Background: an optimization exercise with open tools, aiming at small area and a short achievable clock period. Do not read the settings as production practice.
RTL that was checked went through simulation tests only; none was proved equivalent to the original.
Power and IR drop assume default switching activity.

red:
Design lc3b_alu_pipe, start of the top module:
module lc3b_alu_pipe
(
    input  logic                    clk,
    input  logic                    arst_n,
    input  logic                    instr_valid,
    input  logic [16-1:0]   instr,
    input  logic                    flush,
    output logic                    wb_valid,
    output logic [3-1:0]  wb_dest,
    output logic [16-1:0]   wb_data,
    output logic [2:0]              cc
);
For scale: roughly 1500 cells after synthesis, roughly 210 flip-flops, roughly 43 I/O pins, about 14000 um2 of cells after synthesis.
make LEC_CHECK=0 CAP_MARGIN=20 CORE_MARGIN=2 CORE_UTILIZATION=40 SETUP_SLACK_MARGIN=2.5 SLEW_MARGIN=20 finish   # period 7.0 ns
run.sh (not shown) runs the stock make flow with config.mk's settings and CLKGATE_MAP_FILE= SYNTH_SCRIPT=/design/flow/synth_recipe.tcl, a recipe that flattens the netlist after the stock synthesis.
> inputs changed (red -> blue)
# red
export LEC_CHECK = 0
export CAP_MARGIN = 20
export CORE_MARGIN = 2
export CORE_UTILIZATION = 40
export SETUP_SLACK_MARGIN = 2.5
export SLEW_MARGIN = 20
create_clock -name core_clock -period 7.0 [get_ports {clk}]
# blue
export LEC_CHECK = 0
export CAP_MARGIN = 20
export CORE_MARGIN = 2
export CORE_UTILIZATION = 55
export PLACE_DENSITY = 0.68
export SETUP_SLACK_MARGIN = 2.8
export SLEW_MARGIN = 20
create_clock -name core_clock -period 7.0 [get_ports {clk}]
==> results.txt <==
- Summary: with red as the reference, cell count in blue moved down by a few percent.
- Result for blue and red: all clean
- Of blue and red, the run reporting the lower routed wire length was blue.
- Across both runs, fraction of the core area covered by cells at the end of the flow was higher for blue than for red.
- Of blue and red, the run reporting the higher global-route usage was blue.
- Between blue and red, the difference in simple logic cell fraction of the synthesized area is negligible.
- The critical path depth of blue exceeds that of red by 4.
No functional check of the RTL was part of any run of this note.


== sierra ==
Another version of the RTL of lc3b_alu_pipe (not shown whole).
Size in the first run: about 210 flip-flops, ~43 I/O pins, roughly 0.014 mm^2 of cells after synthesis.
==> flow/design.v (excerpt) <==
module lc3b_alu_pipe
(
    input  logic                    clk,
    input  logic                    arst_n,
    input  logic                    instr_valid,
    input  logic [16-1:0]   instr,
    input  logic                    flush,
    output logic                    wb_valid,
    output logic [3-1:0]  wb_dest,
    output logic [16-1:0]   wb_data,
    output logic [2:0]              cc
);
export LEC_CHECK = 0
export CAP_MARGIN = 20
export CORE_MARGIN = 2
export CORE_UTILIZATION = 55
export CTS_CLUSTER_DIAMETER = 80
export CTS_CLUSTER_SIZE = 24
export PLACE_DENSITY = 0.68
export SETUP_SLACK_MARGIN = 2.5
export SLEW_MARGIN = 20
create_clock -name core_clock -period 7.0 [get_ports {clk}]
standard.sh (not shown) runs the stock make flow with config.mk's settings and CLKGATE_MAP_FILE= SYNTH_SCRIPT=/design/flow/synth_recipe.tcl, a recipe that flattens the netlist after the stock synthesis.
==> flow/flow/run.sh <==
#!/bin/bash
# The standard layout, with the ports buffered by a plain buf_1 instead
# of the cell buffer_ports picks on its own (every port still gets a buffer).
set -euo pipefail
bash standard.sh "BUFFER_PORTS_ARGS=-buffer_cell sky130_fd_sc_hd__buf_1" finish > standard.log 2>&1
The following lists how yarrow was set up differently from sierra:
Settings: a deleted PLACE_DENSITY that had been 0.68; an added TNS_END_PERCENT of 5; a deleted CTS_CLUSTER_DIAMETER that had been 80; a change of CORE_UTILIZATION from 55 to 40; a deleted CTS_CLUSTER_SIZE that had been 24.
==> flow/run.sh (new file) <==
#!/bin/bash
# synth_recipe.tcl (not shown) runs the flow's synth.tcl, then flattens the netlist and writes it again
# the make line also repeats each setting of config.mk as NAME=value (left out here)
make -C /OpenROAD-flow-scripts/flow DESIGN_CONFIG=/design/flow/config.mk WORK_HOME=/design/flow/orfs CLKGATE_MAP_FILE= SYNTH_SCRIPT=/design/flow/synth_recipe.tcl finish
removed: flow/flow/run.sh
removed: flow/standard.sh
==> results.txt <==
- Global-route met2 utilization: yarrow vs sierra down 13 points
- Sort sierra and yarrow by non-clock buffer count desc -> top: sierra
- sierra -> yarrow: power per standard cell area increased by more than 10%
Input changes introduced in ember (baseline for comparison: yarrow):
Settings: CTS_CLUSTER_DIAMETER: unset -> 80; PLACE_DENSITY: unset -> 0.68; CORE_UTILIZATION: 40 -> 55; CTS_CLUSTER_SIZE: unset -> 24; TNS_END_PERCENT: 5 -> unset.
### Flow results
Looking only at first-pass GRT wire length, and setting everything else aside, the higher value of yarrow and ember goes to yarrow. In ember, the global-route usage over all layers came out 7.9 points above the value in yarrow. Compared with yarrow, in ember number of clock buffer instances in the layout decreased by 7 relative to the old numbers, fmax rose by about 0.75%, total wire length lost 4.1%. On worst hold slack, ember does better than yarrow.
Here is what was changed in the inputs of pepper compared with ember.
Settings: swapping 55 for 40 in CORE_UTILIZATION; clearing CTS_CLUSTER_DIAMETER, which used to be 80; clearing CTS_CLUSTER_SIZE, which used to be 24; clearing PLACE_DENSITY, which used to be 0.68; swapping 2.5 for 3.0 in SETUP_SLACK_MARGIN.
==> comparison <==
- pepper: no failed stages, no open violations at the end
- In the flow results for pepper and ember, the post-layout minimum cycle time is smaller on pepper.
- Lower multi-input logic portion of the cell area among pepper and ember: pepper
- Est. power | pepper vs ember | pepper higher
- Compared with ember, pepper shows a higher area growth from synthesis to layout.
- Looking at critical path depth, pepper sits 1 below ember.
- Measured against each other, pepper and ember differ in final wirelength, the lower figure coming from ember.
Modified inputs, juniper compared to pepper
Settings: putting PLACE_DENSITY at 0.68 where nothing was set; swapping 40 for 55 in CORE_UTILIZATION; swapping 3.0 for 2.65 in SETUP_SLACK_MARGIN; putting CTS_CLUSTER_SIZE at 24 where nothing was set; putting CTS_CLUSTER_DIAMETER at 80 where nothing was set.
==> flow/flow/run.sh (new file) <==
#!/bin/bash
# The standard layout, with the ports buffered by a plain buf_2 instead
# of the cell buffer_ports picks on its own (every port still gets a buffer),
# and gate sizing free to pick cells of another footprint.
set -euo pipefail
bash standard.sh "BUFFER_PORTS_ARGS=-buffer_cell sky130_fd_sc_hd__buf_2" MATCH_CELL_FOOTPRINT=0 finish > standard.log 2>&1
==> flow/standard.sh (new file) <==
#!/bin/bash
# synth_recipe.tcl (not shown) runs the flow's synth.tcl, then flattens the netlist and writes it again
# the make line also repeats each setting of config.mk as NAME=value (left out here)
make -C /OpenROAD-flow-scripts/flow DESIGN_CONFIG=/design/flow/config.mk WORK_HOME=/design/flow/orfs CLKGATE_MAP_FILE= SYNTH_SCRIPT=/design/flow/synth_recipe.tcl "${@:-finish}"
removed: flow/run.sh
## What came out
- Having completed the whole flow, juniper delivered a layout that passed the timing, design-rule and antenna checks.
- Comparing juniper and pepper, the higher first-pass GRT wire length was measured on pepper.
- juniper vs. pepper: total routing usage reported by global routing now sits higher, clock network power share saw a decrease, number of buffers added by the clock tree synthesis step shrank by 10, maximum clock frequency went down 0.0058 GHz.
diff inputs: juniper => maple
Settings: swapping 2.65 for 2.8 in SETUP_SLACK_MARGIN; clearing CTS_CLUSTER_DIAMETER, which used to be 80; clearing CTS_CLUSTER_SIZE, which used to be 24.
==> flow/run.sh (new file) <==
#!/bin/bash
# synth_recipe.tcl (not shown) runs the flow's synth.tcl, then flattens the netlist and writes it again
# the make line also repeats each setting of config.mk as NAME=value (left out here)
make -C /OpenROAD-flow-scripts/flow DESIGN_CONFIG=/design/flow/config.mk WORK_HOME=/design/flow/orfs CLKGATE_MAP_FILE= SYNTH_SCRIPT=/design/flow/synth_recipe.tcl finish
removed: flow/flow/run.sh
removed: flow/standard.sh
[summary]
The met1 layer usage reported by global route reported for maple is greater than that of juniper by 3.2 points. Taking juniper as 1.0, maple lands at 1.08 on wire length. Compare juniper and maple | share of power burned in the clock network lower: juniper. The DRC marker count from the first detailed-route iteration of maple is higher than that of juniper. In the reports for juniper and maple, the smaller met3 usage in global routing belongs to maple.


rev 12:
Another version of the RTL of lc3b_alu_pipe (not shown whole).
Size in the first run: roughly 1500 cells after synthesis.
make LEC_CHECK=0 ABC_CLOCK_PERIOD_IN_PS=4500 CAP_MARGIN=20 CORE_MARGIN=2 CORE_UTILIZATION=40 SLEW_MARGIN=20 finish   # period 7.0 ns
run.sh (not shown) runs the stock make flow with config.mk's settings and CLKGATE_MAP_FILE= SYNTH_SCRIPT=/design/flow/synth_recipe.tcl, a recipe that flattens the netlist after the stock synthesis.
Stock flow here: none of the scripts above is used.
Looking at the reports, rev 12 completed the entire flow and the layout it produced met the timing, design-rule and antenna checks.
### rev 12 -> rev 13
--- a/flow/config.mk
+++ b/flow/config.mk
@@ -8 +7,0 @@
-export ABC_CLOCK_PERIOD_IN_PS = 4500
==> results.txt <==
Rev 13 finished every stage and its layout cleared the timing, design-rule and antenna checks.
As far as number of nets in the finished design is concerned, rev 13 and rev 12 perform about the same.
Rev 13 -> rev 12: final cell count delta 0, exact match
Comparing rev 12 against rev 13, there is no change at all in wire length.
Comparing rev 13 against rev 12, there is no change at all in pin slew with the least headroom to its limit.
Diff rev 13..rev 12 | count of input and output buffers | unchanged
Number of logic inverters in the finished layout came out exactly the same in rev 12 and rev 13.


RTL: one of the versions met above, not the one the previous note started from.
Size: roughly 1500 cells after synthesis, roughly 210 flip-flops, about 43 I/O pins, roughly 14000 um^2 of cells after synthesis.
==> flow/config.mk <==
export PLATFORM = sky130hd
export DESIGN_NAME = lc3b_alu_pipe
export DESIGN_NICKNAME = lc3b_alu_pipe
export VERILOG_FILES = /design/flow/design.v
export SDC_FILE = /design/flow/constraint.sdc
export NUM_CORES = 4
export LEC_CHECK = 0
export CAP_MARGIN = 20
export CORE_MARGIN = 2
export CORE_UTILIZATION = 55
export CTS_CLUSTER_DIAMETER = 80
export CTS_CLUSTER_SIZE = 24
export PLACE_DENSITY = 0.68
export SETUP_SLACK_MARGIN = 2.5
export SLEW_MARGIN = 20
==> flow/constraint.sdc <==
create_clock -name core_clock -period 7.0 [get_ports {clk}]
set_input_delay 1.4000 -clock core_clock [delete_from_list [all_inputs] [get_ports {clk}]]
set_output_delay 1.4000 -clock core_clock [all_outputs]
set_load 0.01 [all_outputs]
standard.sh (not shown) runs the stock make flow with config.mk's settings and CLKGATE_MAP_FILE= SYNTH_SCRIPT=/design/flow/synth_recipe.tcl, a recipe that flattens the netlist after the stock synthesis.
==> flow/flow/run.sh <==
#!/bin/bash
# The standard layout, with the ports buffered by a plain buf_2 instead
# of the cell buffer_ports picks on its own (every port still gets a buffer).
set -euo pipefail
bash standard.sh "BUFFER_PORTS_ARGS=-buffer_cell sky130_fd_sc_hd__buf_2" finish > standard.log 2>&1
The baseline went through all stages and came out clean.
Edit:
==> flow/run.sh (new file) <==
#!/bin/bash
# synth_recipe.tcl (not shown) runs the flow's synth.tcl, then flattens the netlist and writes it again
# the make line also repeats each setting of config.mk as NAME=value (left out here)
make -C /OpenROAD-flow-scripts/flow DESIGN_CONFIG=/design/flow/config.mk WORK_HOME=/design/flow/orfs CLKGATE_MAP_FILE= SYNTH_SCRIPT=/design/flow/synth_recipe.tcl finish
- CTS_CLUSTER_DIAMETER: 80 -> not set
- CTS_CLUSTER_SIZE: 24 -> not set
removed: flow/flow/run.sh
removed: flow/standard.sh
After rerunning: Design area rises by about 3.3%; critical path depth rises by 1; synthesized area stays the same; flip-flop and latch count does not change; clock power rises by about 40%; routed wire length rises by about 0.7%.
Edit:
- CAP_MARGIN: 20 -> 5
- SLEW_MARGIN: 20 -> 5
The changed run finished with timing, DRC and antenna clean.
Die area does not change.
Power is higher by 1.3%.
Non-clock buffer count increases by 2.
Worst hold slack degrades by 6.3 ps.
Critical path depth rises by 4.


Starting RTL as in the previous note.
Settings: LEC_CHECK=0, CAP_MARGIN=20, CORE_MARGIN=2, CORE_UTILIZATION=55, CTS_BUF_LIST=sky130_fd_sc_hd__clkbuf_4 sky130_fd_sc_hd__clkbuf_8, PLACE_DENSITY=0.68, SETUP_SLACK_MARGIN=2.5, SLEW_MARGIN=20; clock period 7.0 ns.
run.sh (not shown) runs the stock make flow with config.mk's settings and CLKGATE_MAP_FILE= SYNTH_SCRIPT=/design/flow/synth_recipe.tcl, a recipe that flattens the netlist after the stock synthesis.
Stock flow here: none of the scripts above is used.
Then changed:
==> flow/flow/run.sh (new file) <==
#!/bin/bash
# The standard layout, with the ports buffered by a plain buf_2 instead
# of the cell buffer_ports picks on its own (every port still gets a buffer),
# and gate sizing free to pick cells of another footprint.
set -euo pipefail
bash standard.sh "BUFFER_PORTS_ARGS=-buffer_cell sky130_fd_sc_hd__buf_2" MATCH_CELL_FOOTPRINT=0 finish > standard.log 2>&1
==> flow/standard.sh (new file) <==
#!/bin/bash
# synth_recipe.tcl (not shown) runs the flow's synth.tcl, then flattens the netlist and writes it again
# the make line also repeats each setting of config.mk as NAME=value (left out here)
make -C /OpenROAD-flow-scripts/flow DESIGN_CONFIG=/design/flow/config.mk WORK_HOME=/design/flow/orfs CLKGATE_MAP_FILE= SYNTH_SCRIPT=/design/flow/synth_recipe.tcl "${@:-finish}"
CTS_BUF_LIST = not set   (was sky130_fd_sc_hd__clkbuf_4 sky130_fd_sc_hd__clkbuf_8)
CTS_CLUSTER_DIAMETER = 80   (was not set)
CTS_CLUSTER_SIZE = 24   (was not set)
removed: flow/run.sh
Global-route usage goes down by 0.32 points; final cell count fell slightly; via count hardly moves; combinational power is lower slightly; total power is lower by roughly a tenth; sequential cell count does not change; critical path depth is higher by 1.
Then changed:
==> flow/run.sh (new file) <==
#!/bin/bash
# synth_recipe.tcl (not shown) runs the flow's synth.tcl, then flattens the netlist and writes it again
# the make line also repeats each setting of config.mk as NAME=value (left out here)
make -C /OpenROAD-flow-scripts/flow DESIGN_CONFIG=/design/flow/config.mk WORK_HOME=/design/flow/orfs CLKGATE_MAP_FILE= SYNTH_SCRIPT=/design/flow/synth_recipe.tcl finish
CTS_CLUSTER_DIAMETER = not set   (was 80)
CTS_CLUSTER_SIZE = not set   (was 24)
SETUP_SLACK_MARGIN = 2.2   (was 2.5)
removed: flow/flow/run.sh
removed: flow/standard.sh
Result: The changed run ran to the end with no violations. Area after synthesis is unchanged. Cell area goes up slightly. Critical path depth goes down by 1. Register-to-register slack got worse by 0.32 ns. Combinational power is about the same. Via count goes down slightly. Sequential power barely changes. Worst setup slack got worse by 0.32 ns.
Then changed:
CORE_UTILIZATION = 40   (was 55)
PLACE_DENSITY = not set   (was 0.68)
SETUP_SLACK_MARGIN = 2.5   (was 2.2)
Effect: The new run finished clean. Maximum frequency increases by a few percent. Sequential share of layout area came out lower by 1.2 points. Combinational power went up by a few percent. Setup slack gains 0.27 ns. Sequential power barely changes. Synthesized cell count is unchanged. Design area grows by a few percent. Utilization shrinks by 15 points.

[separate check: timing with driven ports]
The results above use ideal ports. As a check the final layouts listed here were re-extracted and re-timed, cells and wires unchanged.
Step 1 assumes that a clkbuf_16 drives the clock port and a buf_2 every other input.
Step 2 times the ports against the registers' clock, not the clock port: input delays grow and output delays shrink by t, the midpoint of the rising clock arrivals with the driver on.
Slacks: ideal ports / drivers / drivers and shift; pairs: ideal ports / drivers.
run | shift t [ns] | setup slack, ns | slew at the worst register clock pin (ns) | worst data-port slew with drivers (ns) | pins driven straight from the clock port
red | 0.554 | 2.592 / 2.592 / 2.291 | 0.07 / 0.07 | 0.04 | 1
blue | 0.532 | 2.651 / 2.651 / 2.400 | 0.07 / 0.07 | 0.04 | 1
sierra | 0.514 | 2.578 / 2.578 / 2.578 | 0.10 / 0.10 | 0.04 | 1
yarrow | 0.538 | 2.604 / 2.604 / 2.254 | 0.06 / 0.06 | 0.04 | 1
ember | 0.512 | 2.636 / 2.636 / 2.211 | 0.10 / 0.10 | 0.03 | 1
pepper | 0.550 | 2.829 / 2.829 / 2.582 | 0.06 / 0.06 | 0.03 | 1
juniper | 0.514 | 2.726 / 2.726 / 2.726 | 0.10 / 0.10 | 0.03 | 1
maple | 0.550 | 2.641 / 2.641 / 2.314 | 0.07 / 0.07 | 0.04 | 1
rev 12 | 0.550 | 0.453 / 0.453 / 0.453 | 0.07 / 0.07 | 0.07 | 1
rev 13 | 0.550 | 0.453 / 0.453 / 0.453 | 0.07 / 0.07 | 0.07 | 1
the first run of note 4 | 0.509 | 2.642 / 2.642 / 2.642 | 0.10 / 0.10 | 0.03 | 1
the second run of note 4 | 0.544 | 2.644 / 2.644 / 2.158 | 0.07 / 0.07 | 0.04 | 1
the third run of note 4 | 0.534 | 2.555 / 2.555 / 2.248 | 0.07 / 0.07 | 0.03 | 1
the first run of note 5 | 0.596 | 2.628 / 2.628 / 2.189 | 0.07 / 0.07 | 0.04 | 1
the second run of note 5 | 0.511 | 2.664 / 2.664 / 2.664 | 0.10 / 0.10 | 0.04 | 1
the third run of note 5 | 0.542 | 2.348 / 2.348 / 2.191 | 0.07 / 0.07 | 0.04 | 1
the fourth run of note 5 | 0.539 | 2.621 / 2.621 / 2.230 | 0.06 / 0.06 | 0.04 | 1
After both steps setup and hold are still met in every run listed. The setup slack of the second run of note 4, which loses most, moves by 0.000 ns with the drivers and by -0.486 ns with both steps.
